What follows belongs to an exercise in optimizing a design on an open flow for small area; a production flow would make more cautious choices. Where RTL was checked, it was by simulation tests only, not by an equivalence proof against the original.

==> run a: inputs <==
==> flow/design.v <==
module mem_arbiter_n #(
  parameter int NUM_CH  = 4,
  parameter int ADDR_W  = 32,
  parameter int LINE_W  = 256,
  parameter int BURST_W = 64
) (
  input  logic                       clk,
  input  logic                       reset_n,
  input  logic [NUM_CH-1:0]          ch_read_i,
  input  logic [NUM_CH-1:0]          ch_write_i,
  input  logic [NUM_CH*ADDR_W-1:0]   ch_addr_i,
  input  logic [NUM_CH*LINE_W-1:0]   ch_wline_i,
  output logic [LINE_W-1:0]          ch_rline_o,
  output logic [NUM_CH-1:0]          ch_resp_o,
  output logic                       stall_o,
  input  logic                       resp_i,
  input  logic [BURST_W-1:0]         burst_i,
  output logic [BURST_W-1:0]         burst_o,
  output logic [ADDR_W-1:0]          address_o,
  output logic                       read_o,
  output logic                       write_o
);
  localparam int BEATS = LINE_W / BURST_W;
  localparam int OFF_W = $clog2(LINE_W / 8);
  logic [NUM_CH-1:0] req;
  logic [NUM_CH-1:0] grant_q;     
  logic [NUM_CH-1:0] ptr;         
  logic [NUM_CH-1:0] grant_sel;   
  logic [BEATS-1:0]  beat_q;      
  logic              done_q;      
  logic              busy, idle;
  assign req  = ch_read_i | ch_write_i;
  assign busy = read_o | write_o;
  assign idle = ~busy & ~done_q;
  assign ptr  = {grant_q[NUM_CH-2:0], grant_q[NUM_CH-1]};
  always_comb begin
    logic found;
    grant_sel = '0;
    found     = 1'b0;
    for (int p = 0; p < NUM_CH; p++) begin
      if (ptr[p]) begin
        found = 1'b0;
        for (int j = 0; j < NUM_CH; j++) begin
          if (!found && req[(p + j) % NUM_CH]) begin
            grant_sel[(p + j) % NUM_CH] = 1'b1;
            found = 1'b1;
          end
        end
      end
    end
  end
  always_ff @(posedge clk or negedge reset_n) begin
    if (!reset_n) begin
      grant_q <= NUM_CH'(1) << (NUM_CH - 1);
      beat_q  <= BEATS'(1);
      done_q  <= 1'b0;
      read_o  <= 1'b0;
      write_o <= 1'b0;
    end else begin
      done_q <= busy & resp_i & beat_q[BEATS-1];
      if (idle) begin
        if (|req) begin
          grant_q <= grant_sel;
          write_o <= |(ch_write_i & grant_sel);
          read_o  <= ~|(ch_write_i & grant_sel);
        end
      end else if (busy & resp_i) begin
        beat_q <= {beat_q[BEATS-2:0], beat_q[BEATS-1]};
        if (beat_q[BEATS-1]) begin
          read_o  <= 1'b0;
          write_o <= 1'b0;
        end
      end
    end
  end
  assign ch_resp_o = done_q ? grant_q : '0;
  assign stall_o   = (|req) & ~done_q;
  mem_arbiter_n_amux u_amux (
    .sel(grant_q),
    .d  (ch_addr_i),
    .o  (address_o[ADDR_W-1:OFF_W])
  );
  assign address_o[OFF_W-1:0] = '0;
  mem_arbiter_n_bmux u_bmux (
    .g  (grant_q),
    .b  (beat_q),
    .d  (ch_wline_i),
    .o  (burst_o)
  );
  always_ff @(posedge clk) begin
    for (int k = 0; k < BEATS - 1; k++)
      if (beat_q[k]) ch_rline_o[k*BURST_W +: BURST_W] <= burst_i;
    ch_rline_o[(BEATS-1)*BURST_W +: BURST_W] <= burst_i;
  end
endmodule
module mem_arbiter_n_amux (
  input  logic [3:0]   sel,
  input  logic [127:0] d,
  output logic [26:0]  o
);
  always_comb begin
    o = '0;
    for (int c = 0; c < 4; c++) o = o | ({27{sel[c]}} & d[c*32 + 5 +: 27]);
  end
endmodule
module mem_arbiter_n_bmux (
  input  logic [3:0]    g,
  input  logic [3:0]    b,
  input  logic [1023:0] d,
  output logic [63:0]   o
);
  logic [15:0] sel;
  always_comb begin
    for (int c = 0; c < 4; c++)
      for (int k = 0; k < 4; k++) sel[c*4 + k] = g[c] & b[k];
    o = '0;
    for (int i = 0; i < 16; i++) o = o | ({64{sel[i]}} & d[i*64 +: 64]);
  end
endmodule
==> flow/flow/run.sh <==
#!/bin/bash
# Standard ORFS layout with these changes to how it is made:
#  - the two one-hot multiplexer modules are mapped by hand to a222oi-based gate netlists
#    (the write beat selects by and2_4 gates, each driving 64 loads)
#    (flow/handmap.py) before the standard synthesis script runs; every register is
#    synthesized as in the standard synthesis;
#  - the port buffers are the smallest buffer cell (buffer_ports -buffer_cell sky130_fd_sc_hd__buf_1);
#  - pins may sit on every routing track (place_pins -min_distance 1 track), so the die can be small;
#  - clock tree from clkbuf_2/clkbuf_4, without dummy loads.
set -euo pipefail
python3 flow/handmap.py design.v design_hand.v > handmap.log 2>&1
bash standard.sh \
  "VERILOG_FILES=$PWD/design_hand.v" \
  "BUFFER_PORTS_ARGS=-buffer_cell sky130_fd_sc_hd__buf_1" \
  "PLACE_PINS_ARGS=-min_distance 1 -min_distance_in_tracks" \
  "CTS_ARGS=-sink_clustering_enable -repair_clock_nets -dont_use_dummy_load -buf_list {sky130_fd_sc_hd__clkbuf_2 sky130_fd_sc_hd__clkbuf_4}" \
  finish > standard_flow.log 2>&1
==> flow/flow/handmap.py <==
#!/usr/bin/env python3
"""Replace the behavioural one-hot multiplexers mem_arbiter_n_bmux and mem_arbiter_n_amux in
the design with sky130hd gate netlists that use a222oi cells (three select/data pairs each).

usage: handmap.py design.v out.v
"""
import re
import sys

P = "sky130_fd_sc_hd__"


def cell(lines, typ, name, **pins):
    conn = ", ".join(f".{p}({n})" for p, n in pins.items())
    lines.append(f"  {P}{typ} {name} ({conn});")


def bmux():
    # o[j] = OR over i of sel[i] & d[i*64 + j], sel one-hot (16 inputs).
    L = ["module mem_arbiter_n_bmux (g, b, d, o);",
         "  input [3:0] g;", "  input [3:0] b;", "  input [1023:0] d;", "  output [63:0] o;",
         "  wire [15:0] sel;"]
    # sel[c*4 + k] = g[c] & b[k], each driving 64 loads, so a strong AND gate.
    for c in range(4):
        for k in range(4):
            cell(L, "and2_4", f"bm_sel{c*4+k}", A=f"g[{c}]", B=f"b[{k}]", X=f"sel[{c*4+k}]")
    for j in range(64):
        t = [f"bm_t{j}_{g}" for g in range(6)]
        x = f"bm_x{j}"
        L.append(f"  wire {', '.join(t)}, {x};")
        for g in range(5):
            a, b, c = 3 * g, 3 * g + 1, 3 * g + 2
            cell(L, "a222oi_1", f"bm_aoi{j}_{g}",
                 A1=f"sel[{a}]", A2=f"d[{a*64+j}]", B1=f"sel[{b}]", B2=f"d[{b*64+j}]",
                 C1=f"sel[{c}]", C2=f"d[{c*64+j}]", Y=t[g])
        cell(L, "nand2_1", f"bm_nd{j}", A=f"sel[15]", B=f"d[{15*64+j}]", Y=t[5])
        cell(L, "and3_1", f"bm_an{j}", A=t[0], B=t[1], C=t[2], X=x)
        cell(L, "nand4_1", f"bm_o{j}", A=x, B=t[3], C=t[4], D=t[5], Y=f"o[{j}]")
    L.append("endmodule")
    return "\n".join(L) + "\n"


def amux():
    # o[j] = OR over c of sel[c] & d[c*32 + 5 + j], sel one-hot (4 inputs).
    L = ["module mem_arbiter_n_amux (sel, d, o);",
         "  input [3:0] sel;", "  input [127:0] d;", "  output [26:0] o;"]
    for j in range(27):
        t0, t1 = f"am_t{j}_0", f"am_t{j}_1"
        L.append(f"  wire {t0}, {t1};")
        cell(L, "a222oi_1", f"am_aoi{j}",
             A1="sel[0]", A2=f"d[{0*32+5+j}]", B1="sel[1]", B2=f"d[{1*32+5+j}]",
             C1="sel[2]", C2=f"d[{2*32+5+j}]", Y=t0)
        cell(L, "nand2_1", f"am_nd{j}", A="sel[3]", B=f"d[{3*32+5+j}]", Y=t1)
        cell(L, "nand2_1", f"am_o{j}", A=t0, B=t1, Y=f"o[{j}]")
    L.append("endmodule")
    return "\n".join(L) + "\n"


def main():
    src = open(sys.argv[1]).read()
    for name in ("mem_arbiter_n_bmux", "mem_arbiter_n_amux"):
        m = re.search(r"^\s*module\s+" + name + r"\b.*?^\s*endmodule\b", src, re.S | re.M)
        if not m:
            sys.exit(f"handmap: module {name} not found")
        src = src[:m.start()] + "\n" + src[m.end():]
    src += "\n" + bmux() + "\n" + amux()
    open(sys.argv[2], "w").write(src)


if __name__ == "__main__":
    main()
==> flow/standard.sh <==
#!/bin/bash
# synth_recipe.tcl (not shown) runs the flow's synth.tcl, then flattens the netlist and writes it again
# the make line also repeats each setting of config.mk as NAME=value (left out here)
make -C /OpenROAD-flow-scripts/flow DESIGN_CONFIG=/design/flow/config.mk WORK_HOME=/design/flow/orfs CLKGATE_MAP_FILE= SYNTH_SCRIPT=/design/flow/synth_recipe.tcl "${@:-finish}"
==> flow/config.mk <==
export PLATFORM = sky130hd
export DESIGN_NAME = mem_arbiter_n
export DESIGN_NICKNAME = mem_arbiter_n
export VERILOG_FILES = /design/flow/design.v
export SDC_FILE = /design/flow/constraint.sdc
export NUM_CORES = 4
export LEC_CHECK = 0
export CAP_MARGIN = 10
export CORE_AREA = 14 14 296 296
export DIE_AREA = 0 0 310 310
export SLEW_MARGIN = 10
==> flow/constraint.sdc <==
create_clock -name core_clock -period 5.0 [get_ports {clk}]
set_input_delay 1.0000 -clock core_clock [delete_from_list [all_inputs] [get_ports {clk}]]
set_output_delay 1.0000 -clock core_clock [all_outputs]
set_load 0.01 [all_outputs]
==> inputs of run b, as changes to run a <==
--- a/flow/design.v
+++ b/flow/design.v
@@ -75,45 +75,20 @@
   end
   assign ch_resp_o = done_q ? grant_q : '0;
   assign stall_o   = (|req) & ~done_q;
-  mem_arbiter_n_amux u_amux (
-    .sel(grant_q),
-    .d  (ch_addr_i),
-    .o  (address_o[ADDR_W-1:OFF_W])
-  );
-  assign address_o[OFF_W-1:0] = '0;
-  mem_arbiter_n_bmux u_bmux (
-    .g  (grant_q),
-    .b  (beat_q),
-    .d  (ch_wline_i),
-    .o  (burst_o)
-  );
+  always_comb begin
+    address_o = '0;
+    burst_o   = '0;
+    for (int c = 0; c < NUM_CH; c++) begin
+      address_o = address_o | ({ADDR_W{grant_q[c]}} & ch_addr_i[c*ADDR_W +: ADDR_W]);
+      for (int k = 0; k < BEATS; k++)
+        burst_o = burst_o | ({BURST_W{grant_q[c] & beat_q[k]}} &
+                             ch_wline_i[c*LINE_W + k*BURST_W +: BURST_W]);
+    end
+    address_o[OFF_W-1:0] = '0;
+  end
   always_ff @(posedge clk) begin
     for (int k = 0; k < BEATS - 1; k++)
       if (beat_q[k]) ch_rline_o[k*BURST_W +: BURST_W] <= burst_i;
     ch_rline_o[(BEATS-1)*BURST_W +: BURST_W] <= burst_i;
   end
 endmodule
-module mem_arbiter_n_amux (
-  input  logic [3:0]   sel,
-  input  logic [127:0] d,
-  output logic [26:0]  o
-);
-  always_comb begin
-    o = '0;
-    for (int c = 0; c < 4; c++) o = o | ({27{sel[c]}} & d[c*32 + 5 +: 27]);
-  end
-endmodule
-module mem_arbiter_n_bmux (
-  input  logic [3:0]    g,
-  input  logic [3:0]    b,
-  input  logic [1023:0] d,
-  output logic [63:0]   o
-);
-  logic [15:0] sel;
-  always_comb begin
-    for (int c = 0; c < 4; c++)
-      for (int k = 0; k < 4; k++) sel[c*4 + k] = g[c] & b[k];
-    o = '0;
-    for (int i = 0; i < 16; i++) o = o | ({64{sel[i]}} & d[i*64 +: 64]);
-  end
-endmodule
==> flow/flow/run.sh (replaced) <==
#!/bin/bash
# Standard ORFS layout with two changes to how it is made:
#  - the port buffers are the smallest buffer cell (buffer_ports -buffer_cell sky130_fd_sc_hd__buf_1);
#  - pins may sit on every routing track (place_pins -min_distance 1 track), so the die can be small.
set -euo pipefail
bash standard.sh \
  "BUFFER_PORTS_ARGS=-buffer_cell sky130_fd_sc_hd__buf_1" \
  "PLACE_PINS_ARGS=-min_distance 1 -min_distance_in_tracks" \
  finish > standard_flow.log 2>&1
- CAP_MARGIN: 10 -> 20
- CORE_AREA: 14 14 296 296 -> 5 5 295 295
- DIE_AREA: 0 0 310 310 -> 0 0 300 300
- SLEW_MARGIN: 10 -> 20
removed: flow/flow/handmap.py
==> inputs of run c, as changes to run a <==
--- a/flow/design.v
+++ b/flow/design.v
@@ -75,6 +75,11 @@
   end
   assign ch_resp_o = done_q ? grant_q : '0;
   assign stall_o   = (|req) & ~done_q;
+  logic [NUM_CH*BEATS-1:0] wsel;
+  always_comb begin
+    for (int c = 0; c < NUM_CH; c++)
+      for (int k = 0; k < BEATS; k++) wsel[c*BEATS + k] = grant_q[c] & beat_q[k];
+  end
   mem_arbiter_n_amux u_amux (
     .sel(grant_q),
     .d  (ch_addr_i),
@@ -82,8 +87,7 @@
   );
   assign address_o[OFF_W-1:0] = '0;
   mem_arbiter_n_bmux u_bmux (
-    .g  (grant_q),
-    .b  (beat_q),
+    .sel(wsel),
     .d  (ch_wline_i),
     .o  (burst_o)
   );
@@ -104,15 +108,11 @@
   end
 endmodule
 module mem_arbiter_n_bmux (
-  input  logic [3:0]    g,
-  input  logic [3:0]    b,
+  input  logic [15:0]   sel,
   input  logic [1023:0] d,
   output logic [63:0]   o
 );
-  logic [15:0] sel;
   always_comb begin
-    for (int c = 0; c < 4; c++)
-      for (int k = 0; k < 4; k++) sel[c*4 + k] = g[c] & b[k];
     o = '0;
     for (int i = 0; i < 16; i++) o = o | ({64{sel[i]}} & d[i*64 +: 64]);
   end
==> flow/flow/run.sh (replaced) <==
#!/bin/bash
# Standard ORFS layout with these changes to how it is made:
#  - the two one-hot multiplexer modules are mapped by hand to a222oi-based gate netlists
#    (flow/handmap.py) before the standard synthesis script runs; every register is
#    synthesized as in the standard synthesis;
#  - the port buffers are the smallest buffer cell (buffer_ports -buffer_cell sky130_fd_sc_hd__buf_1);
#  - pins may sit on every routing track (place_pins -min_distance 1 track), so the die can be small;
#  - clock tree from clkbuf_4, without dummy loads.
set -euo pipefail
python3 flow/handmap.py design.v design_hand.v > handmap.log 2>&1
bash standard.sh \
  "VERILOG_FILES=$PWD/design_hand.v" \
  "BUFFER_PORTS_ARGS=-buffer_cell sky130_fd_sc_hd__buf_1" \
  "PLACE_PINS_ARGS=-min_distance 1 -min_distance_in_tracks" \
  "CTS_ARGS=-sink_clustering_enable -repair_clock_nets -dont_use_dummy_load -buf_list {sky130_fd_sc_hd__clkbuf_4}" \
  finish > standard_flow.log 2>&1
--- a/flow/flow/handmap.py
+++ b/flow/flow/handmap.py
@@ -17,13 +17,8 @@
 
 def bmux():
     # o[j] = OR over i of sel[i] & d[i*64 + j], sel one-hot (16 inputs).
-    L = ["module mem_arbiter_n_bmux (g, b, d, o);",
-         "  input [3:0] g;", "  input [3:0] b;", "  input [1023:0] d;", "  output [63:0] o;",
-         "  wire [15:0] sel;"]
-    # sel[c*4 + k] = g[c] & b[k], each driving 64 loads, so a strong AND gate.
-    for c in range(4):
-        for k in range(4):
-            cell(L, "and2_4", f"bm_sel{c*4+k}", A=f"g[{c}]", B=f"b[{k}]", X=f"sel[{c*4+k}]")
+    L = ["module mem_arbiter_n_bmux (sel, d, o);",
+         "  input [15:0] sel;", "  input [1023:0] d;", "  output [63:0] o;"]
     for j in range(64):
         t = [f"bm_t{j}_{g}" for g in range(6)]
         x = f"bm_x{j}"
==> impl_metrics.csv <==
group,metric,value,unit
grt,grt_use_met3,14.0,%
grt,use_met2,45.1,%
placed_design,routabilityCongestion,1.11,
synth,synthMuxAreaShare,0.349,%
grt,grt-ovfl-total,0,
synth,synth.area.top_cells,"edfxtp_1 (46%), a222oi_1 (28%), dfxtp_1 (10%)",
synth,ys_types,35,
run_status,outcome,"no timing/DRC/antenna violations",
clock_network,cts-root-buf,"clkbuf_4",
grt,grt_pass1_wl,195000,um
grt,grt_pass1_vias,20971,
synth,yosysMostFrequentCell,"a222oi_1",
grt,grt_max_degree,58,
(the above is from run c)
==> impl_metrics.csv <==
group,metric,value,unit
clock_network,cts-root-buf,"clkbuf_16",
synth,yosysMostFrequentCell,"a22oi_1",
grt,grt_use_met3,12.1,%
grt,grt_max_degree,67,
grt,use_met2,47.9,%
synth,synth.area.top_cells,"edfxtp_1 (40%), a222oi_1 (11%), a22oi_1 (10%)",
placed_design,routabilityCongestion,1.19,
grt,grt-ovfl-total,0,
grt,grt_pass1_wl,199000,um
run_status,outcome,"no timing/DRC/antenna violations",
synth,synthMuxAreaShare,0,%
grt,grt_pass1_vias,21610,
(the above is from run b)
==> impl_metrics.csv <==
group,metric,value,unit
synth,synth_warnings,1,
grt,grt-ovfl-total,2,
grt,use_met2,48.4,%
grt,grt_use_met3,18.4,%
synth,synth_top_family_by_area,"compound AO/OA/AOI/OAI gates",
synth,synth_top_flop_cell,"edfxtp_1",
run_status,outcome,"aborted with a tool error",
synth,yosysMostFrequentCell,"a222oi_1",
run_status,lastStage,"global routing (5_1_grt)",
clock_network,cts-root-buf,"clkbuf_4",
grt,grt_pass1_vias,22237,
synth,postSynthCellCount,935,
synth,ys_types,36,
placed_design,routabilityCongestion,1.21,
run_status,error,"[ERROR GRT-0116] Global routing finished with congestion. Check the congestion regions in the DRC Viewer.",
grt,grt_max_degree,66,
synth,synth_edf_count,192,
synth,synthMuxAreaShare,0.269,%
placed_design,hpwl,141000,um
grt,grt_pass1_wl,209000,um
(the above is from run a)
Function not checked in run a: the RTL went through the layout flow alone.

## re-timing with driven ports
How much do the figures lean on ideal ports? The routed layouts below were timed once more, with nothing changed but the port constraints.
Step 1 assumes that a clkbuf_16 drives the clock port and a buf_2 every other input.
Step 2 adds t to the input delays and takes it off the output delays; t is the mean of the earliest and latest rising clock arrival at the registers after step 1. Input paths then give back, and output paths get back, about the clock's delay inside the block.
Three values: ideal, step 1, step 2; two values: the first two.
| run | t, ns | setup WS [ns] | hold slack, ns | latest minus earliest clock arrival (ns) | worst register clock-pin slew, ns |
|---|---|---|---|---|---|
| run b | 0.570 | 0.732 / 0.684 / 1.079 | 0.469 / 0.473 / 0.539 | 0.031 / 0.031 | 0.07 / 0.07 |
| run c | 0.709 | 0.294 / 0.259 / 0.968 | 0.364 / 0.424 / 0.606 | 0.150 / 0.150 | 0.07 / 0.07 |
After both steps setup and hold are still met in every run listed.
